This is an optimization exercise on Yosys and OpenROAD, whose aim is small area and a short achievable clock period, not a production implementation. RTL that was checked went through simulation tests only; none was proved equivalent to the original. Function not checked in run 1: the RTL went through the layout flow alone. Power and IR drop assume default switching activity.

[design/flow/design.v]
package vss_pkg;
  localparam int unsigned COUNT_WIDTH_DEF = 32;
  localparam int unsigned PROB_WIDTH_DEF  = 16;
  localparam int unsigned WIN_WIDTH       = 16;
  localparam int unsigned CFG_IDX_WIDTH   = 3;
  localparam logic [31:0] THRESH_RESET      = 32'd32768;
  localparam logic [31:0] GAP_RESET         = 32'd9830;
  localparam logic [WIN_WIDTH-1:0] WIN_RESET = 16'd1024;
  localparam logic [31:0] MIN_SIL_RESET     = 32'd0;
  localparam logic [31:0] SPLIT_PAUSE_RESET = 32'd1568;
  localparam logic [31:0] MIN_SPEECH_RESET  = 32'd1024;
  typedef enum logic [CFG_IDX_WIDTH-1:0] {
    CFG_THRESHOLD   = 3'd0,
    CFG_GAP         = 3'd1,
    CFG_WINDOW      = 3'd2,
    CFG_MIN_SILENCE = 3'd3,
    CFG_SPLIT_PAUSE = 3'd4,
    CFG_MIN_SPEECH  = 3'd5,
    CFG_MAX_SPEECH  = 3'd6
  } vss_cfg_idx_e;
  typedef enum logic [1:0] {
    REASON_SILENCE = 2'd0,
    REASON_SPLIT   = 2'd1,
    REASON_EOS     = 2'd2
  } vss_reason_e;
  typedef enum logic {
    KIND_PROB = 1'b0,
    KIND_EOS  = 1'b1
  } vss_kind_e;
endpackage
import vss_pkg::*;
module vss_cmp #(
  parameter int unsigned N = 32
) (
  input  logic [N-1:0] a_i,
  input  logic [N-1:0] nb_i,
  output logic         gt_o,
  output logic         lt_o
);
  if (N == 1) begin : g_leaf
    assign gt_o = a_i[0] & nb_i[0];
    assign lt_o = ~(a_i[0] | nb_i[0]);
  end else begin : g_node
    localparam int unsigned L = N / 2;
    logic gt_h, lt_h, gt_l, lt_l;
    vss_cmp #(.N(N - L)) u_h (.a_i(a_i[N-1:L]), .nb_i(nb_i[N-1:L]), .gt_o(gt_h), .lt_o(lt_h));
    vss_cmp #(.N(L))     u_l (.a_i(a_i[L-1:0]), .nb_i(nb_i[L-1:0]), .gt_o(gt_l), .lt_o(lt_l));
    assign gt_o = gt_h | (~lt_h & gt_l);
    assign lt_o = lt_h | (~gt_h & lt_l);
  end
endmodule
module vss_diff_cmp #(
  parameter int unsigned N = 32
) (
  input  logic [N-1:0] nx_i,       
  input  logic [N-1:0] y_i,
  input  logic [N-1:0] k_i,
  input  logic         borrow_i,   
  output logic         gt_o,       
  output logic         ge_o        
);
  logic [N-1:0] sp, cp;
  logic         z_gt, z_lt, c_top, s_gt, s_ge;
  assign sp = nx_i ^ (y_i ^ k_i);   
  assign cp = (nx_i & y_i) | (nx_i & k_i) | (y_i & k_i);
  vss_cmp #(.N(N)) u_cmp (.a_i({cp[N-2:0], 1'b0}), .nb_i(sp), .gt_o(z_gt), .lt_o(z_lt));
  assign c_top = ~cp[N-1];
  assign s_gt  = z_lt;    
  assign s_ge  = ~z_gt;   
  assign gt_o  = (c_top & s_gt) | (c_top & borrow_i) | (s_gt & borrow_i);
  assign ge_o  = (c_top & s_ge) | (c_top & borrow_i) | (s_ge & borrow_i);
endmodule
module vss_core #(
  parameter int unsigned COUNT_WIDTH = COUNT_WIDTH_DEF,
  parameter int unsigned PROB_WIDTH  = PROB_WIDTH_DEF
) (
  input  logic                   clk_i,
  input  logic                   rst_ni,
  input  logic                   step_i,
  input  logic                   kind_i,
  input  logic [PROB_WIDTH-1:0]  prob_i,
  input  logic [COUNT_WIDTH-1:0] stream_len_i,
  input  logic [PROB_WIDTH-1:0]  thresh_n_i,   
  input  logic [PROB_WIDTH-1:0]  gap_i,
  input  logic [WIN_WIDTH-1:0]   window_d_i,   
  input  logic [COUNT_WIDTH-1:0] min_sil_i,      
  input  logic                   min_sil_set_i,
  input  logic [COUNT_WIDTH-1:0] split_pause_i,
  input  logic [COUNT_WIDTH-1:0] min_speech_i,
  input  logic [COUNT_WIDTH-1:0] max_speech_i,   
  input  logic                   max_speech_set_i,
  output logic                   res_valid_o,
  output logic [1:0]             res_reason_o,
  output logic [COUNT_WIDTH-1:0] res_start_o,      
  output logic [COUNT_WIDTH-1:0] res_end_o         
);
  logic                   in_speech_q, sil_valid_q, pause_valid_q, resumed_q, sil_lt_open_q;
  logic [COUNT_WIDTH-1:0] count_q, next_nq, next_q, open_q, resume_q, sil_q, pend_q;
  logic [COUNT_WIDTH-1:0] count_d, sil_s;
  logic is_speech, is_silence, split_hit, long_pause, sil_ok, speech_ok;
  logic spk_gt, spk_lt, sil_gt, sil_lt;
  logic b_open, b_sil, b_run;
  logic max_gt, max_ge, sp_gt, sp_ge, msil_gt, msil_ge, msp_gt, msp_ge;
  logic [PROB_WIDTH-1:0] psn, pcn;
  logic [COUNT_WIDTH-1:0] next_n, sil_s_n;
  logic win, silence_br, resuming, res_valid;
  logic wr_open, wr_resume, wr_sil, wr_pend;
  vss_cmp #(.N(PROB_WIDTH)) u_spk (.a_i(prob_i), .nb_i(thresh_n_i), .gt_o(spk_gt), .lt_o(spk_lt));
  assign is_speech = !spk_lt;
  assign psn = thresh_n_i ^ (prob_i ^ gap_i);
  assign pcn = (thresh_n_i & prob_i) | (thresh_n_i & gap_i) | (prob_i & gap_i);
  vss_cmp #(.N(PROB_WIDTH)) u_sil (
    .a_i({pcn[PROB_WIDTH-2:0], 1'b0}), .nb_i(psn), .gt_o(sil_gt), .lt_o(sil_lt)
  );
  assign is_silence = ~pcn[PROB_WIDTH-1] & sil_lt;
  assign sil_s   = sil_valid_q ? sil_q : next_q;
  assign sil_s_n = ~sil_s;
  assign next_q  = ~next_nq;
  assign next_n  = next_nq;
  logic unused_b, unused_c;
  vss_cmp #(.N(COUNT_WIDTH)) u_b_open (.a_i(open_q), .nb_i(next_nq), .gt_o(b_open), .lt_o(unused_b));
  vss_cmp #(.N(COUNT_WIDTH)) u_b_sil (.a_i(sil_q), .nb_i(next_nq), .gt_o(b_sil), .lt_o(unused_c));
  assign b_run = sil_valid_q ? sil_lt_open_q : b_open;
  vss_diff_cmp #(.N(COUNT_WIDTH)) u_max (
    .nx_i(next_n), .y_i(open_q), .k_i(max_speech_i), .borrow_i(b_open), .gt_o(max_gt), .ge_o(max_ge)
  );
  vss_diff_cmp #(.N(COUNT_WIDTH)) u_sp (
    .nx_i(next_n), .y_i(sil_q), .k_i(split_pause_i), .borrow_i(b_sil), .gt_o(sp_gt), .ge_o(sp_ge)
  );
  vss_diff_cmp #(.N(COUNT_WIDTH)) u_msil (
    .nx_i(next_n), .y_i(sil_q), .k_i(min_sil_i), .borrow_i(b_sil), .gt_o(msil_gt), .ge_o(msil_ge)
  );
  vss_diff_cmp #(.N(COUNT_WIDTH)) u_msp (
    .nx_i(sil_s_n), .y_i(open_q), .k_i(min_speech_i), .borrow_i(b_run), .gt_o(msp_gt), .ge_o(msp_ge)
  );
  assign split_hit  = in_speech_q && max_speech_set_i && (max_speech_i != '1) && max_gt;
  assign long_pause = sil_valid_q && sp_gt;
  assign sil_ok     = !min_sil_set_i || (sil_valid_q ? msil_ge : (min_sil_i == '0));
  assign speech_ok  = msp_gt;
  assign win        = !kind_i;
  assign silence_br = win && !split_hit && is_silence && in_speech_q;
  assign resuming   = pause_valid_q && resumed_q;
  always_comb begin
    res_valid    = 1'b0;
    res_reason_o = REASON_SILENCE;
    if (kind_i == KIND_EOS) begin
      res_valid    = in_speech_q;
      res_reason_o = REASON_EOS;
    end else if (split_hit && !is_speech) begin
      res_valid    = 1'b1;
      res_reason_o = REASON_SPLIT;
    end else if (silence_br) begin
      res_valid = sil_ok && speech_ok;
    end
  end
  assign res_valid_o = res_valid;
  assign wr_open   = win && is_speech && !in_speech_q;
  assign wr_resume = win && is_speech && sil_valid_q && pause_valid_q && !resumed_q;
  assign wr_sil    = kind_i || !sil_valid_q;
  assign wr_pend   = silence_br && long_pause || res_valid && !(win && split_hit && pause_valid_q);
  always_ff @(posedge clk_i) begin
    if (step_i) begin
      if (wr_open || win && !is_speech && split_hit && resuming)
        open_q <= resuming ? resume_q : count_q;
      if (wr_resume || res_valid)
        resume_q <= wr_resume ? count_q : open_q;
      if (wr_sil) begin
        sil_q         <= next_q;
        sil_lt_open_q <= b_open;
      end
      if (wr_pend)
        pend_q <= kind_i ? stream_len_i : ((win && split_hit) ? next_q : sil_s);
    end
  end
  assign res_start_o = resume_q;
  assign res_end_o   = pend_q;
  assign count_d = !step_i ? count_q : (kind_i ? '0 : next_q);
  logic [WIN_WIDTH:0]               next_lo;
  logic [COUNT_WIDTH-WIN_WIDTH-1:0] count_hi_inc;
  logic [COUNT_WIDTH-1:0]           next_d;
  assign next_lo      = {1'b0, count_d[WIN_WIDTH-1:0]} + {1'b0, window_d_i};
  assign count_hi_inc = count_d[COUNT_WIDTH-1:WIN_WIDTH] + 1'b1;
  assign next_d       = {next_lo[WIN_WIDTH] ? count_hi_inc : count_d[COUNT_WIDTH-1:WIN_WIDTH],
                         next_lo[WIN_WIDTH-1:0]};
  always_ff @(posedge clk_i or negedge rst_ni) begin
    if (!rst_ni) begin
      count_q <= '0;
      next_nq <= ~(COUNT_WIDTH'(WIN_RESET));
    end else begin
      count_q <= count_d;
      next_nq <= ~next_d;
    end
  end
  always_ff @(posedge clk_i or negedge rst_ni) begin
    if (!rst_ni) begin
      in_speech_q   <= 1'b0;
      sil_valid_q   <= 1'b0;
      pause_valid_q <= 1'b0;
      resumed_q     <= 1'b0;
    end else if (step_i) begin
      if (kind_i) begin
        in_speech_q   <= 1'b0;
        sil_valid_q   <= 1'b0;
        pause_valid_q <= 1'b0;
        resumed_q     <= 1'b0;
      end else if (is_speech) begin
        in_speech_q <= 1'b1;
        sil_valid_q <= 1'b0;
        if (sil_valid_q && pause_valid_q) resumed_q <= 1'b1;
      end else if (split_hit) begin
        in_speech_q   <= resuming;
        sil_valid_q   <= 1'b0;
        pause_valid_q <= 1'b0;
        resumed_q     <= 1'b0;
      end else if (silence_br) begin
        if (res_valid) begin
          in_speech_q   <= 1'b0;
          sil_valid_q   <= 1'b0;
          pause_valid_q <= 1'b0;
          resumed_q     <= 1'b0;
        end else begin
          sil_valid_q <= 1'b1;
          if (long_pause) begin
            pause_valid_q <= 1'b1;
            resumed_q     <= 1'b0;
          end
        end
      end
    end
  end
endmodule
import vss_pkg::*;
module vad_speech_segmenter #(
  parameter int unsigned COUNT_WIDTH = COUNT_WIDTH_DEF,
  parameter int unsigned PROB_WIDTH  = PROB_WIDTH_DEF,
  localparam int unsigned CfgWidth   = (COUNT_WIDTH > PROB_WIDTH) ? COUNT_WIDTH : PROB_WIDTH
) (
  input  logic                     clk_i,
  input  logic                     rst_ni,
  input  logic                     cfg_we_i,
  input  logic [CFG_IDX_WIDTH-1:0] cfg_idx_i,
  input  logic [CfgWidth-1:0]      cfg_data_i,
  input  logic                     in_valid_i,
  output logic                     in_stall_o,
  input  logic                     kind_i,
  input  logic [PROB_WIDTH-1:0]    speech_prob_i,
  input  logic [COUNT_WIDTH-1:0]   stream_length_i,
  output logic                     out_valid_o,
  input  logic                     out_stall_i,
  output logic [COUNT_WIDTH-1:0]   seg_start_o,
  output logic [COUNT_WIDTH-1:0]   seg_end_o,
  output logic [1:0]               end_reason_o
);
  logic [PROB_WIDTH-1:0]  thresh_nq, gap_q;   
  logic [WIN_WIDTH-1:0]   window_q;
  logic [COUNT_WIDTH-1:0] min_sil_q, split_pause_q, min_speech_q, max_speech_q;
  logic                   min_sil_set_q, max_speech_set_q;
  logic                   in_valid_q;
  logic                   kind_q;
  logic [COUNT_WIDTH-1:0] payload_q;
  logic                   out_valid_q;
  logic [1:0]             reason_q;
  logic                   advance;
  logic [WIN_WIDTH-1:0]   window_d;
  logic                   res_valid;
  logic [1:0]             res_reason;
  logic [COUNT_WIDTH-1:0] res_start, res_end;
  assign advance    = in_valid_q && (!out_valid_q || !out_stall_i);
  assign in_stall_o = in_valid_q && out_valid_q && out_stall_i;
  always_ff @(posedge clk_i or negedge rst_ni) begin
    if (!rst_ni) begin
      thresh_nq     <= ~(PROB_WIDTH'(THRESH_RESET));
      gap_q         <= PROB_WIDTH'(GAP_RESET);
      window_q      <= WIN_RESET;
      min_sil_set_q    <= 1'b0;
      split_pause_q <= COUNT_WIDTH'(SPLIT_PAUSE_RESET);
      min_speech_q  <= COUNT_WIDTH'(MIN_SPEECH_RESET);
      max_speech_set_q <= 1'b0;
    end else if (cfg_we_i) begin
      case (cfg_idx_i)
        CFG_THRESHOLD:   thresh_nq     <= ~cfg_data_i[PROB_WIDTH-1:0];
        CFG_GAP:         gap_q         <= cfg_data_i[PROB_WIDTH-1:0];
        CFG_WINDOW:      window_q      <= cfg_data_i[WIN_WIDTH-1:0];
        CFG_MIN_SILENCE: min_sil_set_q    <= 1'b1;
        CFG_SPLIT_PAUSE: split_pause_q <= cfg_data_i[COUNT_WIDTH-1:0];
        CFG_MIN_SPEECH:  min_speech_q  <= cfg_data_i[COUNT_WIDTH-1:0];
        CFG_MAX_SPEECH:  max_speech_set_q <= 1'b1;
        default: ;
      endcase
    end
  end
  always_ff @(posedge clk_i) begin
    if (cfg_we_i && cfg_idx_i == CFG_MIN_SILENCE) min_sil_q    <= cfg_data_i[COUNT_WIDTH-1:0];
    if (cfg_we_i && cfg_idx_i == CFG_MAX_SPEECH)  max_speech_q <= cfg_data_i[COUNT_WIDTH-1:0];
  end
  assign window_d = (cfg_we_i && cfg_idx_i == CFG_WINDOW) ? cfg_data_i[WIN_WIDTH-1:0] : window_q;
  always_ff @(posedge clk_i or negedge rst_ni) begin
    if (!rst_ni) begin
      in_valid_q <= 1'b0;
    end else if (!in_stall_o) begin
      in_valid_q <= in_valid_i;
    end
  end
  always_ff @(posedge clk_i) begin
    if (!in_stall_o) begin
      kind_q    <= kind_i;
      payload_q <= kind_i ? stream_length_i
                          : {stream_length_i[COUNT_WIDTH-1:PROB_WIDTH], speech_prob_i};
    end
  end
  vss_core #(
    .COUNT_WIDTH(COUNT_WIDTH),
    .PROB_WIDTH (PROB_WIDTH)
  ) u_core (
    .clk_i          (clk_i),
    .rst_ni         (rst_ni),
    .step_i         (advance),
    .kind_i         (kind_q),
    .prob_i         (payload_q[PROB_WIDTH-1:0]),
    .stream_len_i   (payload_q),
    .thresh_n_i     (thresh_nq),
    .gap_i          (gap_q),
    .window_d_i     (window_d),
    .min_sil_i      (min_sil_q),
    .min_sil_set_i  (min_sil_set_q),
    .split_pause_i  (split_pause_q),
    .min_speech_i   (min_speech_q),
    .max_speech_i   (max_speech_q),
    .max_speech_set_i(max_speech_set_q),
    .res_valid_o    (res_valid),
    .res_reason_o   (res_reason),
    .res_start_o    (res_start),
    .res_end_o      (res_end)
  );
  always_ff @(posedge clk_i or negedge rst_ni) begin
    if (!rst_ni) begin
      out_valid_q <= 1'b0;
    end else if (advance) begin
      out_valid_q <= res_valid;
    end else if (!out_stall_i) begin
      out_valid_q <= 1'b0;
    end
  end
  always_ff @(posedge clk_i) begin
    if (advance) reason_q <= res_reason;
  end
  assign out_valid_o  = out_valid_q;
  assign seg_start_o  = res_start;
  assign seg_end_o    = res_end;
  assign end_reason_o = reason_q;
endmodule
[design/flow/flow/run.sh]
#!/bin/bash
# Layout: the standard flow (standard.sh) with one change: buffer_ports, which puts a
# buffer on every input and output port, uses sky130_fd_sc_hd__buf_1 cells instead of the
# cell it picks by itself (the delay buffer clkdlybuf4s50_1). make's full output goes to
# orfs_make.log here; each tool's own log is under orfs/logs/.
set -euo pipefail
bash standard.sh "BUFFER_PORTS_ARGS=-buffer_cell sky130_fd_sc_hd__buf_1" finish > orfs_make.log 2>&1
[design/flow/standard.sh]
#!/bin/bash
# synth_recipe.tcl (not shown) runs the flow's synth.tcl, then flattens the netlist and writes it again
# the make line also repeats each setting of config.mk as NAME=value (left out here)
make -C /OpenROAD-flow-scripts/flow DESIGN_CONFIG=/design/flow/config.mk WORK_HOME=/design/flow/orfs CLKGATE_MAP_FILE= SYNTH_SCRIPT=/design/flow/synth_recipe.tcl "${@:-finish}"
[design/flow/config.mk]
export PLATFORM = sky130hd
export DESIGN_NAME = vad_speech_segmenter
export DESIGN_NICKNAME = vad_speech_segmenter
export VERILOG_FILES = /design/flow/design.v
export SDC_FILE = /design/flow/constraint.sdc
export NUM_CORES = 4
export LEC_CHECK = 0
export CAP_MARGIN = 5
export CORE_MARGIN = 2
export CORE_UTILIZATION = 65
export CTS_BUF_LIST = sky130_fd_sc_hd__clkbuf_8
export CTS_CLUSTER_DIAMETER = 50
export CTS_CLUSTER_SIZE = 16
export PLACE_DENSITY = 0.75
export SETUP_SLACK_MARGIN = 4.8
export SLEW_MARGIN = 5
[design/flow/constraint.sdc]
create_clock -name core_clock -period 9.5 [get_ports {clk_i}]
set_input_delay 1.9000 -clock core_clock [delete_from_list [all_inputs] [get_ports {clk_i}]]
set_output_delay 1.9000 -clock core_clock [all_outputs]
set_load 0.01 [all_outputs]
==> tab_implementation.tex, run 1 <==
\begin{tabular}{lr}
\hline
Metric & Value \\
\hline
\multicolumn{2}{l}{\textbf{CTS}} \\
\quad Clock tree from TritonCTS & done \\
\quad Num CTS Buffers & between 40 and 50 \\
\quad Largest buffer count on any clock path & 3 \\
\quad Buffer cell driving the clock tree root & sky130\_fd\_sc\_hd\_\_clkbuf\_8 \\
\quad Number of sinks on the clock net & 412 \\
\quad Skew-Pair Late Insertion Delay & 650 ps \\
\quad Quantity of hold-fixing buffers added after cts & 0 \\
\quad CTS clock-pin slew for the worst setup and hold paths & 90 ps \\
\quad Number of H-tree levels & 2 \\
\multicolumn{2}{l}{\textbf{Floorplanning}} \\
\quad Core Region & roughly 37000 sq um \\
\quad Die X & 199 um \\
\quad Chip height & just under 200 um \\
\quad Initial Utilization & roughly two thirds \\
\quad Rows & $\sim$70 \\
\quad Area of the die & 39500 sq um \\
\quad Num ports & around 160 \\
\multicolumn{2}{l}{\textbf{Synthesis}} \\
\quad Synthesis warning total & 2 \\
\quad Post-synth EDFFs & 228 \\
\quad Unique cell type count in the Yosys netlist & 92 \\
\quad Share of synthesized flip-flops with an asynchronous set or reset & between 40\% and 50\% \\
\quad Post-synth top flop & sky130\_fd\_sc\_hd\_\_edfxtp\_1 \\
\quad Synthesized netlist net count & about 2400 \\
\quad Gate count after technology mapping & about 2200 \\
\quad Synthesized area per cell & $\sim$11 sq um \\
\quad Post-synthesis register bit count & 412 \\
\quad Post-synthesis sequential area ratio & between 40 and 50\% \\
\quad Summed instance area of the synthesized netlist & $\sim$25000 sq um \\
\multicolumn{2}{l}{\textbf{Critical path}} \\
\quad Critical path data required time & 9870 ps \\
\quad Cell depth of the worst flop-to-flop path & 13 \\
\quad Crit Reg-Reg Endpoint & u\_core.resume\_q[9]\$\_DFFE\_PP\_ \\
\quad Worst flop-to-flop path startpoint & u\_core.sil\_valid\_q\$\_DFFE\_PN0P\_ \\
\quad Ordered list of cells on the worst path & buf\_8, nor2b\_1, o22a\_1, a211oi\_1, a2111oi\_2, a2111oi\_2, a211oi\_2, a2111oi\_4, a221oi\_2, o31ai\_1, o21ai\_1, o21ai\_4, buf\_8 \\
\quad Crit end category & register \\
\quad Flop-to-flop setup slack & just under 5000 ps \\
\quad Startpoint class of the critical path & register \\
\quad WS Path Type & reg -> reg \\
\quad Cell type of the slowest stage on the worst timing path & sky130\_fd\_sc\_hd\_\_dfrtp\_4 \\
\quad Arrival time worst endpoint & 5010 ps \\
\quad Max stage delay on crit path & about 700 ps \\
\quad Largest fanout of any net on the critical path & 40 \\
\multicolumn{2}{l}{\textbf{Global route}} \\
\quad Largest net degree at the start of global routing & 78 \\
\quad Number of antenna violations at the first check in global routing & 3 \\
\quad Global routing usage summed across all routing layers & between 30\% and 40\% \\
\quad Number of global-route vias before repair & approximately 18000 \\
\quad Global-route congestion overflow total & 0 \\
\quad Global-route wire length before repair & roughly 110 mm \\
\multicolumn{2}{l}{\textbf{Finish}} \\
\quad Combined flip-flop and latch cell area & 11500 sq um \\
\quad Ant. Diodes & 0 \\
\quad Most common library cell in the layout ignoring fill and taps & sky130\_fd\_sc\_hd\_\_edfxtp\_1 \\
\quad Fill cell total of the finished layout & roughly 2700 \\
\quad Final nets & between 2000 and 3000 \\
\quad Final design instance area without fill & roughly 27000 sq um \\
\quad Share of post-route cells with drive strength above 1 & roughly a fifth \\
\quad Post-synthesis to final-layout area growth & 10.7\% \\
\quad Top library cells by usage in the layout, fill and taps aside & sky130\_fd\_sc\_hd\_\_edfxtp\_1 (228), sky130\_fd\_sc\_hd\_\_nand2\_1 (208), sky130\_fd\_sc\_hd\_\_mux2\_2 (190) \\
\quad Area of combinational cells with multiple inputs & $\sim$13000 sq um \\
\multicolumn{2}{l}{\textbf{Power and ir drop}} \\
\quad Cell-internal power & 0.00414 W \\
\quad Power share of the combinational group & between 40\% and 50\% \\
\quad Power per cell area & between 200 and 300 nW/um\^{}2 \\
\quad Worst vdd ir & about 0.17 mV \\
\quad Share of total power in sequential cells & about two fifths \\
\quad Clock Power Share & between 10\% and 20\% \\
\quad Static leakage power & 10.3 nW \\
\quad Switching power total & 0.00303 W \\
\quad Switching share of total power & between 40\% and 50\% \\
\multicolumn{2}{l}{\textbf{Drt}} \\
\quad Per-cell via count in the routed design & between 6 and 7 \\
\quad Number of design rule violations left after detail routing & 0 \\
\quad Iteration-0 DRC Markers & between 2000 and 2500 \\
\quad Routed vias & 19209 \\
\quad Total iterations of the first detailed-routing run & 5 \\
\quad Detail-routed net length per standard cell & approximately 26 um \\
\quad Total length of routed wires & between 70 and 80 mm \\
\quad Antenna-violating nets left & 0 \\
\multicolumn{2}{l}{\textbf{STA}} \\
\quad Worst Setup Slack, final & 4860 ps \\
\quad Clock period minus final worst setup slack & approximately 4600 ps \\
\quad Setup repair after global routing missed its margin & true \\
\quad Final-report setup violation count & 0 \\
\quad Highest achievable clock rate & about 220 MHz \\
\quad Total negative slack for setup checks & 0 ps \\
\quad Relative slew slack & between 10\% and 20\% \\
\quad Post-route worst hold slack & around 500 ps \\
\quad Slew at the pin closest to its max-slew limit & 1210 ps \\
\quad Fin crit share & about 49\% \\
\quad Number of max-slew violations in the final report & 0 \\
\quad Number of failing hold endpoints at the final stage & 0 \\
\quad Largest clock skew in the final design & 29.2 ps \\
\multicolumn{2}{l}{\textbf{Placed design}} \\
\quad Pre-CTS WS & about 3700 ps \\
\quad Detailed placement HPWL & approximately 53 mm \\
\quad Buffers on Ports & 156 \\
\quad Gpl congestion & around 0.93 \\
\quad Area after DPL & about 26000 sq um \\
\multicolumn{2}{l}{\textbf{Hold path}} \\
\quad Kind of path behind the tightest hold check & reg -> reg \\
\quad Min-Delay Path Depth & 1 \\
\quad Hold path startpoint & max\_speech\_set\_q\$\_DFFE\_PN0P\_ \\
\quad Worst Hold Path EP & max\_speech\_set\_q\$\_DFFE\_PN0P\_ \\
\multicolumn{2}{l}{\textbf{Job}} \\
\quad MaxCap Viol Count & 0 \\
\multicolumn{2}{l}{\textbf{Run status}} \\
\quad Status & timing/DRC/antenna clean \\
\hline
\end{tabular}
-- worst max-delay path, delay by kind of cell (launching register included) --
family / cells / cell delay [ps]
buffers and inverters: 2 / 610
DFF: 1 / 690
and+or+nand+nor: 1 / 400
AOI/OAI and AO/OA: 10 / 2570
-- synthesized netlist by cell type, types with 40 or more instances --
cell type	instances	area [sq um]
sky130_fd_sc_hd__maj3_1	41	410
sky130_fd_sc_hd__a21oi_1	97	485
sky130_fd_sc_hd__dfstp_2	58	1520
sky130_fd_sc_hd__nor2_1	87	327
sky130_fd_sc_hd__ha_1	47	588
sky130_fd_sc_hd__nand2_1	211	792
sky130_fd_sc_hd__o22ai_1	40	250
sky130_fd_sc_hd__edfxtp_1	228	6850
sky130_fd_sc_hd__dfrtp_1	126	3150
sky130_fd_sc_hd__mux2_2	190	2140
sky130_fd_sc_hd__clkbuf_1	53	199
sky130_fd_sc_hd__inv_1	90	338
sky130_fd_sc_hd__fa_1	114	2280
sky130_fd_sc_hd__o21ai_0	170	851
sky130_fd_sc_hd__o31ai_1	54	405
-- stage by stage --
step,total power [W],cells,util (%)
after floorplan,0.00476,2153,-
after global placement,0.00562,2762,69.1
after detailed placement,0.00571,2762,69.1
after CTS,0.00703,2849,72.1
after global routing,0.00756,2868,72.9
final,0.00717,2868,72.9
-- power by group through the flow --
| stage | Combinational, W | Clock (W) | Sequential, W |
|---|---|---|---|
| finish | 0.00306 | 0.00129 | 0.00282 |
| global placement | 0.00280 | 0 | 0.00281 |
| CTS | 0.00293 | 0.00130 | 0.00279 |
| floorplan | 0.00219 | 0 | 0.00258 |
| global route | 0.00333 | 0.00137 | 0.00285 |
| detailed placement | 0.00289 | 0 | 0.00282 |
-- how the worst max path moves through the flow --
stage	from	end	slack, ps	cells past startpoint
floorplan	out_stall_i	u_core.next_nq[26]$_DFF_PN1_	4230	22
global placement	cfg_idx_i[2]	u_core.next_nq[28]$_DFF_PN1_	3880	19
detailed placement	cfg_idx_i[1]	u_core.next_nq[28]$_DFF_PN1_	3730	19
CTS	u_core.sil_q[27]$_DFFE_PP_	u_core.resume_q[9]$_DFFE_PP_	4810	13
global route	u_core.next_nq[21]$_DFF_PN1_	u_core.open_q[10]$_DFFE_PP_	4660	14
finish	u_core.sil_valid_q$_DFFE_PN0P_	u_core.resume_q[9]$_DFFE_PP_	4860	13
-- layer usage --
metal | up-vias | share of wire (%) | GRT usage, %
met4 | 4 | 3.6 | 12.7
li1 | 8387 | - | -
met3 | 176 | 12 | 8.71
met1 | 9500 | 40 | 54.6
met2 | 1142 | 44 | 56.2
met5 | - | 0.082 | 0
-- sequential cells by signal, indices dropped and copies added (netlist names), 2 cells and up --
register         cells
thresh_nq           16
max_speech_q        32
reason_q             2
u_core.count_q      32
u_core.pend_q       32
gap_q               16
u_core.resume_q     32
window_q            16
min_speech_q        32
u_core.open_q       32
payload_q           32
min_sil_q           32
u_core.next_nq      32
u_core.sil_q        32
split_pause_q       32
-- repair_timing --
action / in CTS / in global routing
cloned: 2 / 3
pin swaps: 6 / 14
gates resized for setup: 23 / 32
setup buffers: 6 / 16
setup endpoints to repair: 131 / 126
-- cell type report --
cell class,instances,area share [%]
well taps,511,2.34
flip-flops and latches,412,42.2
clock inverters,33,1.18
inverters,92,1.28
multi-input cells,1570,46.7
clock buffers,46,2.32
repair buffers,204,3.96
-- cells by family after synthesis --
| logic type | Yosys count | synth area share [%] |
|---|---|---|
| fa+ha+maj | 209 | 13.6 |
| buf+inv | 173 | 2.97 |
| mux | 206 | 9.41 |
| simple gates | 508 | 9.90 |
| compound gates | 598 | 15.8 |
| xor+xnor | 47 | 1.67 |
| flops | 412 | 46.7 |
==> run 2, diff against run 1 <==
--- a/design/flow/design.v
+++ b/design/flow/design.v
@@ -273,3 +273,2 @@
       gap_q         <= PROB_WIDTH'(GAP_RESET);
-      window_q      <= WIN_RESET;
       min_sil_set_q    <= 1'b0;
@@ -282,3 +281,2 @@
         CFG_GAP:         gap_q         <= cfg_data_i[PROB_WIDTH-1:0];
-        CFG_WINDOW:      window_q      <= cfg_data_i[WIN_WIDTH-1:0];
         CFG_MIN_SILENCE: min_sil_set_q    <= 1'b1;
@@ -297,2 +295,6 @@
   always_ff @(posedge clk_i or negedge rst_ni) begin
+    if (!rst_ni) window_q <= WIN_RESET;
+    else         window_q <= window_d;
+  end
+  always_ff @(posedge clk_i or negedge rst_ni) begin
     if (!rst_ni) begin
==> run 2 against run 1 <==
Count of clock-buffer cells in the layout stayed put. Die area shrank 0.84%. Critical path depth grew 6. Cell count fell by 0.84%. Highest routed layer is now met4.
==> tab_implementation.tex, run 2 <==
\begin{tabular}{lr}
\hline
Metric & Value \\
\hline
\multicolumn{2}{l}{\textbf{Drt}} \\
\quad Iteration-0 DRC Markers & 1730 (-22\%) \\
\quad Per-cell via count in the routed design & 6.59 (-1.6\%) \\
\quad DR top layer & met4 \\
\quad Total iterations of the first detailed-routing run & 6 (+1) \\
\quad Detail Route met3 WL & 7.07 mm (-18\%) \\
\quad Routed vias & 18739 (-2.4\%) \\
\quad Antenna-violating nets left & 0 (unchanged) \\
\quad Total length of routed wires & 68.0 mm (-8.3\%) \\
\quad Metal2 WL & 30.4 mm (-7.7\%) \\
\quad Detail-routed net length per standard cell & 23.9 um (-7.5\%) \\
\quad Met1 wire length & 28.1 mm (-5.8\%) \\
\quad Number of design rule violations left after detail routing & 0 (unchanged) \\
\multicolumn{2}{l}{\textbf{Finish}} \\
\quad Area of combinational cells with multiple inputs & 12600 sq um (-1.5\%) \\
\quad Combined flip-flop and latch cell area & 11500 sq um (-0.14\%) \\
\quad Fill cell total of the finished layout & 2654 (-0.038\%) \\
\quad Final nets & 2546 (-1.0\%) \\
\quad Post-synthesis to final-layout area growth & 10.5\% \\
\quad Finished Layout Cells & 2844 (-0.84\%) \\
\quad Top library cells by usage in the layout, fill and taps aside & sky130\_fd\_sc\_hd\_\_edfxtp\_1 (228), sky130\_fd\_sc\_hd\_\_o21ai\_0 (177), sky130\_fd\_sc\_hd\_\_nand2\_1 (160) \\
\quad Most common library cell in the layout ignoring fill and taps & sky130\_fd\_sc\_hd\_\_edfxtp\_1 \\
\quad Share of post-route cells with drive strength above 1 & 18.3\% (-2.0 points) \\
\multicolumn{2}{l}{\textbf{STA}} \\
\quad Number of max-slew violations in the final report & 0 (unchanged) \\
\quad Number of failing hold endpoints at the final stage & 0 (unchanged) \\
\quad Total negative slack for setup checks & 0 ps (unchanged) \\
\quad Setup repair after global routing missed its margin & true \\
\quad Slew at the pin closest to its max-slew limit & 1140 ps (-72.2 ps) \\
\quad Highest achievable clock rate & 212 MHz (-1.3\%) \\
\quad Clock period minus final worst setup slack & 4710 ps (+62.1 ps) \\
\quad Largest clock skew in the final design & 41.3 ps (+12.2 ps) \\
\quad Relative slew slack & 24.2\% (+5.0 points) \\
\quad Final-report setup violation count & 0 (unchanged) \\
\quad Fin crit share & 49.5\% (+0.65 points) \\
\multicolumn{2}{l}{\textbf{Synthesis}} \\
\quad Post-synth top flop & sky130\_fd\_sc\_hd\_\_edfxtp\_1 \\
\quad Synthesized netlist net count & 2383 (-0.83\%) \\
\quad Share of synthesized flip-flops with an asynchronous set or reset & 44.7\% (unchanged) \\
\quad Post-synthesis register bit count & 412 (unchanged) \\
\quad Share of the synthesized area in the top cell type & 28.0\% (+0.24 points) \\
\quad Synthesis warning total & 2 (unchanged) \\
\quad Synth cell count leaders & sky130\_fd\_sc\_hd\_\_edfxtp\_1 (228), sky130\_fd\_sc\_hd\_\_o21ai\_0 (182), sky130\_fd\_sc\_hd\_\_nand2\_1 (164) \\
\quad Synth top area cells & sky130\_fd\_sc\_hd\_\_edfxtp\_1 (28\%), sky130\_fd\_sc\_hd\_\_dfrtp\_1 (13\%), sky130\_fd\_sc\_hd\_\_fa\_1 (9.3\%) \\
\quad Post-synthesis sequential area ratio & 47.1\% (+0.41 points) \\
\quad Unique cell type count in the Yosys netlist & 92 (unchanged) \\
\quad Synthesized area per cell & 11.5 sq um (about the same) \\
\quad Summed instance area of the synthesized netlist & 24500 sq um (-0.86\%) \\
\quad Cell type contributing the most total cell area after synthesis & sky130\_fd\_sc\_hd\_\_edfxtp\_1 \\
\quad Post-synth EDFFs & 228 (unchanged) \\
\quad Gate count after technology mapping & 2133 (-0.93\%) \\
\quad Dominant cell by count in the synthesized netlist & sky130\_fd\_sc\_hd\_\_edfxtp\_1 \\
\multicolumn{2}{l}{\textbf{Floorplanning}} \\
\quad Rows & 71 (unchanged) \\
\quad Die X & 198 um (-0.42\%) \\
\quad Initial Utilization & 65.4\% (-0.41 points) \\
\quad Chip height & 198 um (-0.42\%) \\
\quad Num ports & 157 (unchanged) \\
\quad Core Region & 37400 sq um (-0.24\%) \\
\quad Area of the die & 39200 sq um (-0.84\%) \\
\multicolumn{2}{l}{\textbf{CTS}} \\
\quad Largest buffer count on any clock path & 3 (unchanged) \\
\quad Clock tree from TritonCTS & done \\
\quad Number of H-tree levels & 2 (unchanged) \\
\quad CTS clock-pin slew for the worst setup and hold paths & 90 ps (about the same) \\
\quad Skew-Pair Late Insertion Delay & 660 ps (about the same) \\
\quad Buffer cell driving the clock tree root & sky130\_fd\_sc\_hd\_\_clkbuf\_8 \\
\quad Num CTS Buffers & 44 (+2.3\%) \\
\quad Number of sinks on the clock net & 412 (unchanged) \\
\multicolumn{2}{l}{\textbf{Global route}} \\
\quad Global routing usage summed across all routing layers & 35.2\% (-2.4 points) \\
\quad Number of global-route vias before repair & 18080 (-0.92\%) \\
\quad Global-route congestion overflow total & 0 (unchanged) \\
\quad Number of antenna violations at the first check in global routing & 1 (-2) \\
\quad Largest net degree at the start of global routing & 74 (-5.1\%) \\
\quad Global-route wire length before repair & 103 mm (-5.3\%) \\
\multicolumn{2}{l}{\textbf{Critical path}} \\
\quad Crit end category & register \\
\quad Critical path data required time & 10070 ps (+200 ps) \\
\quad Largest fanout of any net on the critical path & 6 (-85\%) \\
\quad WS Path Type & in -> reg \\
\quad Arrival time worst endpoint & 5280 ps (+270 ps) \\
\quad Startpoint class of the critical path & input pin \\
\multicolumn{2}{l}{\textbf{Power and ir drop}} \\
\quad Power share of the combinational group & 43.6\% (+0.9 points) \\
\quad Cell-internal power & 0.00423 W (+2.0\%) \\
\quad Power per cell area & 269 nW/um\^{}2 (+2.6\%) \\
\quad Worst vdd ir & 0.151 mV (-11\%) \\
\quad Switching share of total power & 41.9\% (-0.26 points) \\
\quad Static leakage power & 10.2 nW (-0.91\%) \\
\quad Clock Power Share & 18.1\% (about the same) \\
\quad Switching power total & 0.00305 W (+0.96\%) \\
\quad Share of total power in sequential cells & 38.3\% (-1.0 points) \\
\multicolumn{2}{l}{\textbf{Run status}} \\
\quad Status & timing/DRC/antenna clean \\
\multicolumn{2}{l}{\textbf{Placed design}} \\
\quad Buffers on Ports & 156 (unchanged) \\
\quad Gpl congestion & 0.957 (+2.5\%) \\
\quad Detailed placement HPWL & 48.5 mm (-8.5\%) \\
\quad Cell count after placement & 2740 (-0.80\%) \\
\multicolumn{2}{l}{\textbf{Job}} \\
\quad MaxCap Viol Count & 0 (unchanged) \\
\multicolumn{2}{l}{\textbf{Hold path}} \\
\quad Kind of path behind the tightest hold check & reg -> reg \\
\hline
\end{tabular}
## run 2: cell count changes after synthesis, sizes merged, moves of 13 or more
cell | before | now
nand2 | 211 | 165
o21ai | 179 | 208
nor2 | 87 | 107
mux2 | 192 | 175
o22ai | 40 | 25
nand3 | 21 | 34
nor3 | 23 | 36
o221ai | 2 | 15
## run 2: worst paths after layout
path	startpoint	to	slack [ps]	depth (start not counted)
min in group asynchronous	rst_ni	gap_q[0]$_DFFE_PN0P_	1400	1
setup reg to reg	u_core.next_nq[25]$_DFF_PN1_	u_core.pend_q[4]$_DFFE_PP_	4950	13
hold / removal	min_sil_set_q$_DFFE_PN0P_	min_sil_set_q$_DFFE_PN0P_	480	1
max in group asynchronous	rst_ni	min_speech_q[18]$_DFFE_PN0P_	6620	2
setup / recovery	cfg_idx_i[0]	u_core.next_nq[30]$_DFF_PN1_	4790	19
hold reg to reg	min_sil_set_q$_DFFE_PN0P_	min_sil_set_q$_DFFE_PN0P_	480	1
## run 2: power by group through the flow
stage               sequential [W]  combinational, W  clock [W]
floorplan                  0.00263           0.00228          0
global placement           0.00279           0.00289          0
detailed placement         0.00280           0.00301          0
CTS                        0.00277           0.00306    0.00134
global route               0.00284           0.00348    0.00140
finish                     0.00279           0.00318    0.00132
## run 2: repair_timing
action	in CTS	in global routing
pin swaps	6	16
hold buffers	0	0
buffers inserted	6	12
setup endpoints to repair	131	135
resized for setup	20	33
cloned	1	2
## run 2: layout make-up
type,instances,share of cell area [%]
antenna,1,0.00925
multi-input combinational,1552,46.5
timing repair buffer,198,3.61
tap,511,2.36
clock inverter,36,1.34
inverter,88,1.24
sequential,412,42.6
clock buffer,46,2.34
## run 2: cells by family after synthesis
logic type | after synthesis | share of synthesized area, %
AO/OA/AOI/OAI | 625 | 16.6
AND/OR/NAND/NOR | 480 | 9.25
flip-flops | 412 | 47.1
adder cells (fa/ha/maj) | 199 | 13.3
multiplexers | 192 | 8.85
buffers and inverters | 171 | 2.90
XOR/XNOR | 54 | 1.99
## run 2: worst max-delay path: stages
cell and delay (ps):
sky130_fd_sc_hd__buf_8 100, sky130_fd_sc_hd__nand2b_4 140, sky130_fd_sc_hd__nor2_4 110, sky130_fd_sc_hd__buf_6 140, sky130_fd_sc_hd__mux2_4 330, sky130_fd_sc_hd__ha_4 180
sky130_fd_sc_hd__fa_2 400, sky130_fd_sc_hd__a21o_1 180, sky130_fd_sc_hd__a21oi_2 160, sky130_fd_sc_hd__o21bai_1 110, sky130_fd_sc_hd__a21oi_2 220, sky130_fd_sc_hd__o21ai_4 110
sky130_fd_sc_hd__a21oi_4 200, sky130_fd_sc_hd__a21oi_4 100, sky130_fd_sc_hd__a21o_1 230, sky130_fd_sc_hd__a21oi_4 210, sky130_fd_sc_hd__clkbuf_16 210, sky130_fd_sc_hd__nor3_4 40
sky130_fd_sc_hd__xnor2_1 190
## run 2: routing by layer
| layer | GRT usage, % | up-vias |
|---|---|---|
| met5 | 0 | - |
| met4 | 14.9 | 0 |
| met3 | 7.49 | 138 |
| met2 | 52.7 | 962 |
| met1 | 50.3 | 9320 |
| li1 | - | 8319 |
## run 2: stage by stage
stage,utilization [%],hold slack (ps),instance area (sq um),total power [W],worst slack (ps)
after global routing,72.3,500,27100,0.00772,4730
after floorplan,-,424,24600,0.00491,4290
after global placement,68.6,448,25600,0.00568,3680
final,72.3,480,27100,0.00728,4790
after detailed placement,68.6,453,25600,0.00582,3600
after CTS,71.6,475,26800,0.00717,4810
==> run 3, diff against run 2 <==
--- a/design/flow/config.mk
+++ b/design/flow/config.mk
@@ -14,3 +14,3 @@
 export PLACE_DENSITY = 0.75
-export SETUP_SLACK_MARGIN = 4.8
+export SETUP_SLACK_MARGIN = 5
 export SLEW_MARGIN = 5
==> run 3 against run 2 <==
Wire length up 2.4%. Register-to-register slack improved by 70 ps. Cell count increased by 1.5%. Synthesized cell count unchanged. First-iteration DRC count rose by 22%. Clock power grew 8%. Critical path depth is the same. Utilization up 1.9 points. Worst hold slack lost 9.7 ps. Sequential power about the same. Combinational power up 6%.
==> tab_implementation.tex, run 3 <==
\begin{tabular}{lr}
\hline
Metric & Value \\
\hline
\multicolumn{2}{l}{\textbf{Finish}} \\
\quad Post-layout util & 74.2\% (+1.9 points) \\
\quad Most common library cell in the layout ignoring fill and taps & sky130\_fd\_sc\_hd\_\_edfxtp\_1 \\
\quad Share of post-route cells with drive strength above 1 & 20.7\% (+2.3 points) \\
\quad Ant. Diodes & 0 (-1) \\
\quad Finished Layout Cells & 2888 (+1.5\%) \\
\quad Fill cell total of the finished layout & 2545 (-4.1\%) \\
\quad Area of combinational cells with multiple inputs & 12600 sq um (+0.53\%) \\
\quad Top library cells by usage in the layout, fill and taps aside & sky130\_fd\_sc\_hd\_\_edfxtp\_1 (228), sky130\_fd\_sc\_hd\_\_o21ai\_0 (163), sky130\_fd\_sc\_hd\_\_nand2\_1 (159) \\
\quad Post-synthesis to final-layout area growth & 13.4\% \\
\quad Combined flip-flop and latch cell area & 11600 sq um (+0.27\%) \\
\quad Final nets & 2590 (+1.7\%) \\
\multicolumn{2}{l}{\textbf{Power and ir drop}} \\
\quad Power per cell area & 273 nW/um\^{}2 (+1.3\%) \\
\quad Cell-internal power & 0.00446 W (+5.4\%) \\
\quad Clock Power Share & 19.0\% (+0.9 points) \\
\quad Share of total power in sequential cells & 36.6\% (-1.7 points) \\
\quad Power share of the combinational group & 44.4\% (+0.8 points) \\
\quad Switching share of total power & 41.1\% (-0.83 points) \\
\quad Switching power total & 0.00311 W (+1.9\%) \\
\quad Worst vdd ir & 0.155 mV (+2.7\%) \\
\quad Power Total & 0.00757 W (+3.9\%) \\
\quad Static leakage power & 10.6 nW (+3.3\%) \\
\multicolumn{2}{l}{\textbf{Run status}} \\
\quad Status & timing/DRC/antenna clean \\
\multicolumn{2}{l}{\textbf{CTS}} \\
\quad Skew-Pair Late Insertion Delay & 670 ps (about the same) \\
\quad CTS clock-pin slew for the worst setup and hold paths & 90 ps (about the same) \\
\quad Number of sinks on the clock net & 412 (unchanged) \\
\quad Largest buffer count on any clock path & 3 (unchanged) \\
\quad Clock tree from TritonCTS & done \\
\quad Buffer cell driving the clock tree root & sky130\_fd\_sc\_hd\_\_clkbuf\_8 \\
\quad Number of H-tree levels & 2 (unchanged) \\
\quad Num CTS Buffers & 45 (+2.3\%) \\
\multicolumn{2}{l}{\textbf{Placed design}} \\
\quad Detailed placement HPWL & 47.6 mm (-1.8\%) \\
\quad Cell count after placement & 2737 (-0.11\%) \\
\quad Buffers on Ports & 156 (unchanged) \\
\quad Gpl congestion & 0.930 (-2.8\%) \\
\multicolumn{2}{l}{\textbf{Drt}} \\
\quad Per-cell via count in the routed design & 6.67 (+1.2\%) \\
\quad Routed vias & 19259 (+2.8\%) \\
\quad Total length of routed wires & 69.6 mm (+2.4\%) \\
\quad Total iterations of the first detailed-routing run & 6 (unchanged) \\
\quad Number of design rule violations left after detail routing & 0 (unchanged) \\
\quad Iteration-0 DRC Markers & 2105 (+22\%) \\
\quad Antenna-violating nets left & 0 (unchanged) \\
\quad Detail-routed net length per standard cell & 24.1 um (+0.81\%) \\
\multicolumn{2}{l}{\textbf{Synthesis}} \\
\quad Synthesis warning total & 2 (unchanged) \\
\quad Post-synthesis sequential area ratio & 47.1\% (unchanged) \\
\quad Gate count after technology mapping & 2133 (unchanged) \\
\quad Cell type contributing the most total cell area after synthesis & sky130\_fd\_sc\_hd\_\_edfxtp\_1 \\
\quad Synthesized area per cell & 11.5 sq um (unchanged) \\
\quad Post-synth EDFFs & 228 (unchanged) \\
\quad Dominant cell by count in the synthesized netlist & sky130\_fd\_sc\_hd\_\_edfxtp\_1 \\
\quad Post-synth top flop & sky130\_fd\_sc\_hd\_\_edfxtp\_1 \\
\quad Share of the synthesized area in the top cell type & 28.0\% (unchanged) \\
\quad Share of synthesized flip-flops with an asynchronous set or reset & 44.7\% (unchanged) \\
\quad Synth cell count leaders & sky130\_fd\_sc\_hd\_\_edfxtp\_1 (228), sky130\_fd\_sc\_hd\_\_o21ai\_0 (182), sky130\_fd\_sc\_hd\_\_nand2\_1 (164) \\
\quad Synth top area cells & sky130\_fd\_sc\_hd\_\_edfxtp\_1 (28\%), sky130\_fd\_sc\_hd\_\_dfrtp\_1 (13\%), sky130\_fd\_sc\_hd\_\_fa\_1 (9.3\%) \\
\quad Synthesized netlist net count & 2383 (unchanged) \\
\quad Unique cell type count in the Yosys netlist & 92 (unchanged) \\
\quad Post-synthesis register bit count & 412 (unchanged) \\
\quad Summed instance area of the synthesized netlist & 24500 sq um (unchanged) \\
\multicolumn{2}{l}{\textbf{STA}} \\
\quad Number of max-slew violations in the final report & 0 (unchanged) \\
\quad Final-report setup violation count & 0 (unchanged) \\
\quad Post-route worst hold slack & 470 ps (-9.68 ps) \\
\quad Clock period minus final worst setup slack & 4500 ps (-204 ps) \\
\quad Number of failing hold endpoints at the final stage & 0 (unchanged) \\
\quad Setup repair after global routing missed its margin & true \\
\quad Fin crit share & 47.4\% (-2.1 points) \\
\quad Slew at the pin closest to its max-slew limit & 1200 ps (+59.7 ps) \\
\quad Relative slew slack & 20.3\% (-4.0 points) \\
\quad Highest achievable clock rate & 222 MHz (+4.5\%) \\
\quad Largest clock skew in the final design & 42.7 ps (+1.39 ps) \\
\quad Total negative slack for setup checks & 0 ps (unchanged) \\
\multicolumn{2}{l}{\textbf{Global route}} \\
\quad Global-route congestion overflow total & 0 (unchanged) \\
\quad Global routing usage summed across all routing layers & 35.2\% (-0.057 points) \\
\quad Number of global-route vias before repair & 18637 (+3.1\%) \\
\quad Number of antenna violations at the first check in global routing & 1 (unchanged) \\
\quad Largest net degree at the start of global routing & 71 (-4.1\%) \\
\quad Global-route wire length before repair & 104 mm (+0.83\%) \\
\multicolumn{2}{l}{\textbf{Floorplanning}} \\
\quad Die X & 198 um (unchanged) \\
\quad Initial Utilization & 65.4\% (unchanged) \\
\quad Area of the die & 39200 sq um (unchanged) \\
\quad Chip height & 198 um (unchanged) \\
\quad Rows & 71 (unchanged) \\
\quad Num ports & 157 (unchanged) \\
\quad Core Region & 37400 sq um (unchanged) \\
\multicolumn{2}{l}{\textbf{Critical path}} \\
\quad Critical path data required time & 10090 ps (+20 ps) \\
\quad WS Path Type & in -> reg \\
\quad Arrival time worst endpoint & 5090 ps (-190 ps) \\
\quad Startpoint class of the critical path & input pin \\
\quad Largest fanout of any net on the critical path & 5 (-1) \\
\quad Crit end category & register \\
\multicolumn{2}{l}{\textbf{Job}} \\
\quad MaxCap Viol Count & 0 (unchanged) \\
\multicolumn{2}{l}{\textbf{Hold path}} \\
\quad Kind of path behind the tightest hold check & reg -> reg \\
\hline
\end{tabular}
run 3: power groups by stage:
stage          Sequential [W]  Combinational [W]  Clock [W]
6_report              0.00277            0.00336    0.00143
3_3_place_gp          0.00278            0.00286          0
4_1_cts               0.00276            0.00310    0.00145
3_5_place_dp          0.00280            0.00299          0
5_1_grt               0.00282            0.00366    0.00151
2_1_floorplan         0.00263            0.00228          0
run 3: metrics by stage:
stage / instance area [sq um] / setup slack, ps
2_1_floorplan: 24600 / 4290
3_3_place_gp: 25600 / 3610
3_5_place_dp: 25600 / 3480
4_1_cts: 27100 / 4930
5_1_grt: 27800 / 4870
6_report: 27800 / 5000
run 3: cell type report:
cell class                      instances  share of cell area (%)
Multi-Input combinational cell       1550                    45.5
Sequential cell                       412                    41.7
Timing Repair Buffer                  243                    5.36
Clock buffer                           49                    2.43
Tap cell                              511                    2.30
Clock inverter                         35                    1.51
Inverter                               88                    1.21
run 3: timing repair:
action	CTS	global route
buffers inserted	25	36
endpoints found under the setup margin	114	108
pin swaps	15	22
hold buffers	0	0
gates resized for setup	48	62
gates cloned	1	5
run 3: logic make-up (layout without fill, tap and decap cells):
group / after synthesis / in the layout / share of synthesized area (%)
buffers and inverters: 171 / 415 / 2.90
AND/OR/NAND/NOR: 480 / 480 / 9.25
AO/OA/AOI/OAI: 625 / 625 / 16.6
XOR/XNOR: 54 / 54 / 1.99
multiplexers: 192 / 192 / 8.85
adder cells (fa/ha/maj): 199 / 199 / 13.3
flip-flops: 412 / 412 / 47.1
run 3: final timing paths:
kind	cells after the start	slack, ps	to	startpoint
max	19	5000	u_core.next_nq[24]$_DFF_PN1_	cfg_idx_i[0]
min	1	470	min_sil_set_q$_DFFE_PN0P_	min_sil_set_q$_DFFE_PN0P_
max reg2reg	15	5020	u_core.resume_q[3]$_DFFE_PP_	u_core.next_nq[24]$_DFF_PN1_
min reg2reg	1	470	min_sil_set_q$_DFFE_PN0P_	min_sil_set_q$_DFFE_PN0P_
max in group asynchronous	2	6570	split_pause_q[8]$_DFFE_PN0P_	rst_ni
min in group asynchronous	1	1430	gap_q[0]$_DFFE_PN0P_	rst_ni
run 3: worst max-delay path, stage by stage:
cell                       delay [ps]
sky130_fd_sc_hd__buf_8            100
sky130_fd_sc_hd__nand2b_4         140
sky130_fd_sc_hd__nor2_4           110
sky130_fd_sc_hd__buf_6            120
sky130_fd_sc_hd__mux2_4           320
sky130_fd_sc_hd__ha_4             170
sky130_fd_sc_hd__fa_2             340
sky130_fd_sc_hd__a21o_1           200
sky130_fd_sc_hd__a21oi_2          150
sky130_fd_sc_hd__o21bai_1         100
sky130_fd_sc_hd__a21oi_2          190
sky130_fd_sc_hd__o21ai_2          100
sky130_fd_sc_hd__a21oi_2          230
sky130_fd_sc_hd__a21oi_4           80
sky130_fd_sc_hd__a21o_1           190
sky130_fd_sc_hd__a21oi_4          210
sky130_fd_sc_hd__buf_12           170
sky130_fd_sc_hd__nor4_4            50
sky130_fd_sc_hd__xnor2_1          200
run 3: layer usage:
metal | wire length, um | track usage, %
met2 | 31500 | 53.7
met4 | 2530 | 13.7
met3 | 6980 | 6.59
met1 | 28600 | 50.5
met5 | 13 | 0
==> run 4, diff against run 3 <==
--- a/design/flow/config.mk
+++ b/design/flow/config.mk
@@ -9,3 +9,3 @@
 export CORE_MARGIN = 2
-export CORE_UTILIZATION = 65
+export CORE_UTILIZATION = 60
 export CTS_BUF_LIST = sky130_fd_sc_hd__clkbuf_8
@@ -13,3 +13,3 @@
 export CTS_CLUSTER_SIZE = 16
-export PLACE_DENSITY = 0.75
+export PLACE_DENSITY = 0.7
 export SETUP_SLACK_MARGIN = 5
==> run 4 against run 3 <==
Synthesized area stayed put. Critical path type unchanged. Highest routed layer unchanged. Sequential power is essentially flat. Global-route usage fell by 2.3 points. Setup slack got worse by 92 ps. Total power fell by 3.2%.
==> tab_implementation.tex, run 4 <==
\begin{tabular}{lr}
\hline
Metric & Value \\
\hline
\multicolumn{2}{l}{\textbf{Run status}} \\
\quad Status & timing/DRC/antenna clean \\
\multicolumn{2}{l}{\textbf{Drt}} \\
\quad Iteration-0 DRC Markers & 1775 (-16\%) \\
\quad Number of design rule violations left after detail routing & 0 (unchanged) \\
\quad Detail-routed net length per standard cell & 24.0 um (-0.31\%) \\
\quad Routed vias & 18701 (-2.9\%) \\
\quad Total length of routed wires & 68.9 mm (-1.0\%) \\
\quad Total iterations of the first detailed-routing run & 6 (unchanged) \\
\quad Per-cell via count in the routed design & 6.52 (-2.2\%) \\
\quad Antenna-violating nets left & 0 (unchanged) \\
\multicolumn{2}{l}{\textbf{Finish}} \\
\quad Post-layout util & 68.3\% (-6.0 points) \\
\quad Combined flip-flop and latch cell area & 11500 sq um (-0.14\%) \\
\quad Post-synthesis to final-layout area growth & 11.6\% \\
\quad Share of post-route cells with drive strength above 1 & 19.6\% (-1.0 points) \\
\quad Top library cells by usage in the layout, fill and taps aside & sky130\_fd\_sc\_hd\_\_edfxtp\_1 (228), sky130\_fd\_sc\_hd\_\_o21ai\_0 (160), sky130\_fd\_sc\_hd\_\_nand2\_1 (159) \\
\quad Area of combinational cells with multiple inputs & 12600 sq um (about the same) \\
\quad Fill cell total of the finished layout & 3019 (+19\%) \\
\quad Most common library cell in the layout ignoring fill and taps & sky130\_fd\_sc\_hd\_\_edfxtp\_1 \\
\quad Finished Layout Cells & 2867 (-0.73\%) \\
\quad Final nets & 2555 (-1.4\%) \\
\multicolumn{2}{l}{\textbf{STA}} \\
\quad Clock period minus final worst setup slack & 4590 ps (+91.7 ps) \\
\quad Number of max-slew violations in the final report & 0 (unchanged) \\
\quad Setup repair after global routing missed its margin & true \\
\quad Relative slew slack & 20.2\% (-0.035 points) \\
\quad Total negative slack for setup checks & 0 ps (unchanged) \\
\quad Fin crit share & 48.4\% (+0.97 points) \\
\quad Slew at the pin closest to its max-slew limit & 1200 ps (+0.524 ps) \\
\quad Final-report setup violation count & 0 (unchanged) \\
\quad Number of failing hold endpoints at the final stage & 0 (unchanged) \\
\quad Largest clock skew in the final design & 46.0 ps (+3.29 ps) \\
\quad Highest achievable clock rate & 218 MHz (-2.0\%) \\
\multicolumn{2}{l}{\textbf{Critical path}} \\
\quad Cell type of the slowest stage on the worst timing path & sky130\_fd\_sc\_hd\_\_fa\_2 \\
\quad Critical path buffers and inverters & 4 (+1) \\
\quad Ordered list of cells on the worst path & buf\_6, nand2b\_4, nor2\_4, buf\_6, buf\_4, mux2\_4, fa\_2, a21o\_1, a21oi\_2, o21bai\_1, a21oi\_2, o21ai\_2, a21oi\_2, a21oi\_4, a21o\_1, a21oi\_4, buf\_12, nor2\_1, xnor2\_1 \\
\quad Cell with the most instances on the worst path & sky130\_fd\_sc\_hd\_\_a21oi\_2 \\
\quad WS Path Type & in -> reg \\
\quad Crit end category & register \\
\quad Largest fanout of any net on the critical path & 5 (unchanged) \\
\quad Arrival time worst endpoint & 5180 ps (+90 ps) \\
\quad Startpoint class of the critical path & input pin \\
\quad Max stage delay on crit path & 390 ps (+50 ps) \\
\quad Cell class contributing the biggest share of worst-path delay & compound AO/OA/AOI/OAI gates \\
\quad Critical path data required time & 10080 ps (about the same) \\
\multicolumn{2}{l}{\textbf{Synthesis}} \\
\quad Synth cell count leaders & sky130\_fd\_sc\_hd\_\_edfxtp\_1 (228), sky130\_fd\_sc\_hd\_\_o21ai\_0 (182), sky130\_fd\_sc\_hd\_\_nand2\_1 (164) \\
\quad Gate count after technology mapping & 2133 (unchanged) \\
\quad Synth top area cells & sky130\_fd\_sc\_hd\_\_edfxtp\_1 (28\%), sky130\_fd\_sc\_hd\_\_dfrtp\_1 (13\%), sky130\_fd\_sc\_hd\_\_fa\_1 (9.3\%) \\
\quad Unique cell type count in the Yosys netlist & 92 (unchanged) \\
\quad Synthesized netlist net count & 2383 (unchanged) \\
\quad Summed instance area of the synthesized netlist & 24500 sq um (unchanged) \\
\quad Synthesized area per cell & 11.5 sq um (unchanged) \\
\quad Post-synthesis sequential area ratio & 47.1\% (unchanged) \\
\quad Synthesis warning total & 2 (unchanged) \\
\quad Share of synthesized flip-flops with an asynchronous set or reset & 44.7\% (unchanged) \\
\quad Dominant cell by count in the synthesized netlist & sky130\_fd\_sc\_hd\_\_edfxtp\_1 \\
\quad Cell type contributing the most total cell area after synthesis & sky130\_fd\_sc\_hd\_\_edfxtp\_1 \\
\quad Post-synthesis register bit count & 412 (unchanged) \\
\quad Post-synth EDFFs & 228 (unchanged) \\
\quad Share of the synthesized area in the top cell type & 28.0\% (unchanged) \\
\quad Post-synth top flop & sky130\_fd\_sc\_hd\_\_edfxtp\_1 \\
\multicolumn{2}{l}{\textbf{CTS}} \\
\quad Number of H-tree levels & 2 (unchanged) \\
\quad Clock tree from TritonCTS & done \\
\quad Largest buffer count on any clock path & 3 (unchanged) \\
\quad Number of sinks on the clock net & 412 (unchanged) \\
\quad Quantity of hold-fixing buffers added after cts & 0 (unchanged) \\
\quad CTS clock-pin slew for the worst setup and hold paths & 100 ps (about the same) \\
\quad Num CTS Buffers & 45 (unchanged) \\
\quad Skew-Pair Late Insertion Delay & 660 ps (about the same) \\
\quad Buffer cell driving the clock tree root & sky130\_fd\_sc\_hd\_\_clkbuf\_8 \\
\multicolumn{2}{l}{\textbf{Job}} \\
\quad MaxCap Viol Count & 0 (unchanged) \\
\multicolumn{2}{l}{\textbf{Floorplanning}} \\
\quad Area of the die & 42400 sq um (+8.2\%) \\
\quad Initial Utilization & 61.2\% (-4.3 points) \\
\quad Die X & 206 um (+4.0\%) \\
\quad Rows & 73 (+2.8\%) \\
\quad Core Region & 40000 sq um (+7.0\%) \\
\quad Num ports & 157 (unchanged) \\
\quad Chip height & 206 um (+4.0\%) \\
\multicolumn{2}{l}{\textbf{Hold path}} \\
\quad Kind of path behind the tightest hold check & reg -> reg \\
\multicolumn{2}{l}{\textbf{Power and ir drop}} \\
\quad Worst vdd ir & 0.158 mV (+2.2\%) \\
\quad Static leakage power & 10.3 nW (-2.2\%) \\
\quad Power per cell area & 268 nW/um\^{}2 (-1.6\%) \\
\quad Switching power total & 0.00307 W (-1.3\%) \\
\quad Cell-internal power & 0.00425 W (-4.5\%) \\
\quad Share of total power in sequential cells & 38.0\% (+1.4 points) \\
\quad Clock Power Share & 18.2\% (-0.8 points) \\
\quad Power share of the combinational group & 43.8\% (-0.6 points) \\
\quad Switching share of total power & 41.9\% (+0.81 points) \\
\multicolumn{2}{l}{\textbf{Placed design}} \\
\quad Gpl congestion & 0.914 (-1.7\%) \\
\quad Detailed placement HPWL & 48.9 mm (+2.5\%) \\
\quad Buffers on Ports & 156 (unchanged) \\
\quad Cell count after placement & 2753 (+0.58\%) \\
\multicolumn{2}{l}{\textbf{Global route}} \\
\quad Number of global-route vias before repair & 18258 (-2.0\%) \\
\quad Number of antenna violations at the first check in global routing & 1 (unchanged) \\
\quad Global routing usage summed across all routing layers & 32.9\% (-2.3 points) \\
\quad Largest net degree at the start of global routing & 65 (-8.5\%) \\
\quad Global-route wire length before repair & 105 mm (+0.26\%) \\
\quad Global-route congestion overflow total & 0 (unchanged) \\
\hline
\end{tabular}
## run 4: metrics by stage
step / worst slack, ps / instance area (sq um) / hold slack (ps) / total power [W]
after CTS: 4870 / 27000 / 470 / 0.00722
after detailed placement: 3510 / 25700 / 452 / 0.00581
after global routing: 4800 / 27300 / 509 / 0.00778
after floorplan: 4290 / 24600 / 424 / 0.00491
final: 4910 / 27300 / 474 / 0.00733
after global placement: 3610 / 25700 / 446 / 0.00568
## run 4: final cells by class
class	count	share of cell area, %
antenna	1	0.00916
timing repair buffer	208	4.15
tap	525	2.41
multi-input combinational	1550	46.3
clock inverter	38	1.39
sequential	412	42.3
inverter	88	1.21
clock buffer	45	2.27
## run 4: worst register-to-register path, stage by stage, from the launching register on
cell and delay [ps]:
sky130_fd_sc_hd__dfstp_4 550, sky130_fd_sc_hd__fa_1 650, sky130_fd_sc_hd__nor2_1 110, sky130_fd_sc_hd__nor4_2 330
sky130_fd_sc_hd__nand3_1 200, sky130_fd_sc_hd__a211o_1 300, sky130_fd_sc_hd__o221a_2 270, sky130_fd_sc_hd__a31o_2 230
sky130_fd_sc_hd__maj3_2 360, sky130_fd_sc_hd__nand2_2 190, sky130_fd_sc_hd__nand2_2 220, sky130_fd_sc_hd__buf_6 280
sky130_fd_sc_hd__o21ai_0 320, sky130_fd_sc_hd__o21ai_0 160
## run 4: power groups by stage
stage	registers (W)	logic (W)	clock network, W
final	0.00278	0.00321	0.00133
after CTS	0.00277	0.00310	0.00135
after global routing	0.00284	0.00352	0.00142
after detailed placement	0.00280	0.00301	0
after global placement	0.00278	0.00289	0
after floorplan	0.00263	0.00228	0
## run 4: timing repair
item / in CTS / in global routing
resized for setup: 65 / 43
setup endpoints to repair: 140 / 140
gates cloned: 1 / 1
pin swaps: 17 / 20
buffers inserted: 11 / 17
## run 4: worst paths after layout
| path | from | end | slack (ps) | depth (start not counted) |
|---|---|---|---|---|
| setup / recovery | cfg_idx_i[2] | u_core.next_nq[20]$_DFF_PN1_ | 4910 | 19 |
| hold / removal | min_sil_set_q$_DFFE_PN0P_ | min_sil_set_q$_DFFE_PN0P_ | 470 | 1 |
| min in group asynchronous | rst_ni | gap_q[0]$_DFFE_PN0P_ | 1470 | 1 |
| max in group asynchronous | rst_ni | split_pause_q[2]$_DFFE_PN0P_ | 6600 | 2 |
| hold reg to reg | min_sil_set_q$_DFFE_PN0P_ | min_sil_set_q$_DFFE_PN0P_ | 470 | 1 |
| setup reg to reg | u_core.next_nq[23]$_DFF_PN1_ | u_core.pend_q[4]$_DFFE_PP_ | 5010 | 13 |
## run 4: routing by layer
metal	global-route usage, %	part of all wire (%)	vias to the layer above
met4	12.1	3.3	2
met3	7.90	10	142
met5	0	0.017	-
met2	49.5	44	884
met1	46.7	42	9348
li1	-	-	8325
## run 4: logic make-up (layout without fill, tap and decap cells)
kind of cell | count (synthesis) | after routing | share of synthesized area [%]
AO/OA/AOI/OAI | 625 | 625 | 16.6
other | 0 | 1 | 0
XOR/XNOR | 54 | 54 | 1.99
buffers and inverters | 171 | 379 | 2.90
AND/OR/NAND/NOR | 480 | 480 | 9.25
multiplexers | 192 | 192 | 8.85
adder cells (fa/ha/maj) | 199 | 199 | 13.3
flip-flops | 412 | 412 | 47.1

[separate check: timing with driven ports]
Ports are ideal in the flow. The routed layouts listed here were re-timed in OpenROAD.
Step 1 (the two cells are an assumption about what drives the block):
set clk [get_ports {clk_i}]
set_driving_cell -lib_cell sky130_fd_sc_hd__clkbuf_16 $clk
set_driving_cell -lib_cell sky130_fd_sc_hd__buf_2 [delete_from_list [all_inputs] $clk]
Step 2 also shifts input and output timing later by t, the mid clock arrival at the registers, as if the neighbouring blocks saw the same clock.
a / b / c = ideal ports / drivers / drivers and shift; a / b = the first two.
run	t (ns)	setup WS [ns]	worst hold slack (ns)	pins driven straight from the clock port
run 1	0.691	4.856 / 4.856 / 4.211	0.492 / 0.492 / 0.492	1
run 2	0.696	4.794 / 4.810 / 4.114	0.480 / 0.480 / 0.480	1
run 3	0.704	4.997 / 5.008 / 4.305	0.470 / 0.470 / 0.470	1
run 4	0.693	4.906 / 4.926 / 4.233	0.474 / 0.474 / 0.474	1
After both steps setup and hold are still met in every run listed. For run 3, which loses most, drivers alone change the setup slack by +0.011 ns; drivers and shift together by -0.692 ns.
